Background: an optimization exercise with open tools, aiming at small area, a short achievable clock period and few clock cycles. Do not read the settings as production practice.
Function was checked by simulation only, so behaviour that the tests miss may differ from the original.
Power is estimated from default activity; no workload was simulated.

==> flow/design.v (excerpt) <==
module alu_muldiv_unit #(
    parameter int WIDTH = 32,
    parameter int SHW   = $clog2(WIDTH)
) (
    input  wire logic             clk,
    input  wire logic             rst,
    input  wire logic [4:0]       ALUControl,
    input  wire logic [WIDTH-1:0] SrcA,
    input  wire logic [WIDTH-1:0] SrcB,
    input  wire logic             start,
    output logic      [WIDTH-1:0] ALUOut,
    output logic                  ZERO,
    output logic                  OVF,
    output logic                  busy,
    output logic                  done,
    output logic                  dz,
    output logic                  stall,
    output logic      [WIDTH-1:0] hi_o,
    output logic      [WIDTH-1:0] lo_o
);
    function automatic logic [5:0] bitlen(input logic [31:0] v);
        bitlen = 6'd0;
        for (int i = 0; i < 32; i++)
            if (v[i]) bitlen = 6'(i + 1);
    endfunction
    function automatic logic [31:0] lowor(input logic [31:0] v);
        logic [31:0] t;
        t = {v[30:0], 1'b0};
        for (int l = 0; l < 5; l++)
            for (int i = 0; i < 32; i++)
                if ((i >> l) & 1) t[i] = t[i] | t[((i >> l) << l) - 1];
        lowor = t;
    endfunction
    function automatic logic [31:0] rev32(input logic [31:0] v);
        for (int i = 0; i < 32; i++) rev32[i] = v[31-i];
    endfunction
    logic        r_busy, r_div, r_done, r_dz, r_negq, r_negr;
    logic [3:0]  r_cnt;
    logic [31:0] r_hi, r_lo;
    logic [33:0] r_x;      
    logic [31:0] r_y;      
    logic [8:0]  r_yb;     
    logic [4:0]  op;
    logic [31:0] a, b;
    assign op = ALUControl;
    assign a  = SrcA;
    assign b  = SrcB;
    logic [31:0] addr, bx, shres, alu;
    logic        co, sub, slt, sltu, ovf;
    logic [31:0] sh_in, sh_out;
    logic [63:0] sh_ext;
    logic        sh_left, sh_fill;
    assign sub  = ~op[0] | op[1];
    assign bx   = b ^ {32{sub}};
    assign {co, addr} = {1'b0, a} + {1'b0, bx} + {32'd0, sub};
    assign sltu = ~co;
    assign slt  = (a[31] ^ b[31]) ? a[31] : addr[31];
    assign sh_left = (op == 5'd9);
    assign sh_fill = (op == 5'd11) & b[31];
    assign sh_in   = sh_left ? rev32(b) : b;
  ...
Size in the first run: ~6500 cells after synthesis, roughly 170 I/O pins.
Settings: LEC_CHECK=0, ABC_AREA=1, CAP_MARGIN=20, CORE_MARGIN=2, CORE_UTILIZATION=45, PLACE_DENSITY=0.6, SETUP_SLACK_MARGIN=2.0, SLEW_MARGIN=20; clock period 9.5 ns.
standard.sh (not shown) runs the stock make flow with config.mk's settings and CLKGATE_MAP_FILE= SYNTH_SCRIPT=/design/flow/synth_recipe.tcl, a recipe that flattens the netlist after the stock synthesis.
==> flow/flow/run.sh <==
#!/bin/bash
# Standard layout, except: synthesis leaves adders to ABC (no full/half-adder
# cell mapping), the ports are buffered by buf_2 cells (in place of the
# default delay-buffer cells), and repair may resize across footprints.
set -euo pipefail
cd "$(dirname "${BASH_SOURCE[0]}")/.."
bash standard.sh ADDER_MAP_FILE= \
    'BUFFER_PORTS_ARGS=-buffer_cell sky130_fd_sc_hd__buf_2' \
    MATCH_CELL_FOOTPRINT=0 finish > flow_make.log 2>&1
Testbench counts at the start, summed over its fixed seeds: cycles 6,323.
Rerun with:
--- a/flow/design.v
+++ b/flow/design.v
@@ -81,27 +81,15 @@
     assign s_as = (op == 5'd1) | (op == 5'd2);
     assign s_lt = (op == 5'd7) | (op == 5'd8);
     assign lt   = op[0] ? slt : sltu;
     assign alu  = s_as ? addr : (s_lt ? {31'd0, lt} : alu_o);
     assign ovf  = s_as & (a[31] == bx[31]) & (addr[31] != a[31]);
     assign zk   = (a ^ bx) ^ {a[30:0] | bx[30:0], sub};
     assign z_as = ~|zk;
-    always_comb begin
-        case (op)
-            5'd0:    z_o = ~|b;
-            5'd3:    z_o = ~|(a | b);
-            5'd4:    z_o = ~|(a & b);
-            5'd5:    z_o = (a == b);
-            5'd6:    z_o = &(a | b);
-            5'd9, 5'd10, 5'd11: z_o = ~|shres;
-            5'd16:   z_o = ~|r_hi;           
-            5'd17:   z_o = ~|r_lo;
-            default: z_o = 1'b1;
-        endcase
-    end
+    assign z_o  = ~|alu_o;
     assign ALUOut = alu;
     assign ZERO   = s_as ? z_as : (s_lt ? ~lt : z_o);
     assign OVF    = ovf;
     logic accept, is_md, is_seq;
     assign is_md  = (op[4:2] == 3'b011);                  
     assign is_seq = is_md | (op[4:2] == 3'b100);           
     assign accept = ~r_busy & start & is_md;
Final cell count came out lower by 2.6%.
Non-clock buffer count came out higher by 55.
Power came out higher by 0.72%.
Die area came out lower by 2.4%.
Final area is about the same.
Setup slack improves by 0.20 ns.
Area after synthesis came out lower by 2.4%.
Via count came out lower by 4.1%.
Clock skew came out lower by 0.0072 ns.
Worst hold slack is about the same.
Testbench counts after the change, summed over its fixed seeds: cycles 6,323.

## afterwards: timing with drivers on the ports
No port has a modelled driver above. Below, the same layouts with a new extraction and two added sets of constraints.
Step 1 (the two cells are an assumption about what drives the block):
set clk [get_ports {clk}]
set_driving_cell -lib_cell sky130_fd_sc_hd__clkbuf_16 $clk
set_driving_cell -lib_cell sky130_fd_sc_hd__buf_2 [delete_from_list [all_inputs] $clk]
Step 2 moves the port delays by t, midway between the first and last clock arrival at a register: inputs arrive t later, outputs are due t later. That takes back most of the time a late clock gives input paths.
Slacks: ideal / step 1 / step 2; pairs: ideal / step 1.
run	t, ns	slack for setup (ns)	worst setup path after step 2
the first run	0.549	1.839 / 1.816 / 1.405	input to register
the second run	0.540	2.036 / 2.013 / 1.756	input to register
After both steps every run listed still meets setup and hold. The setup slack of the first run, which loses most, moves by -0.023 ns with the drivers and by -0.434 ns with both steps.
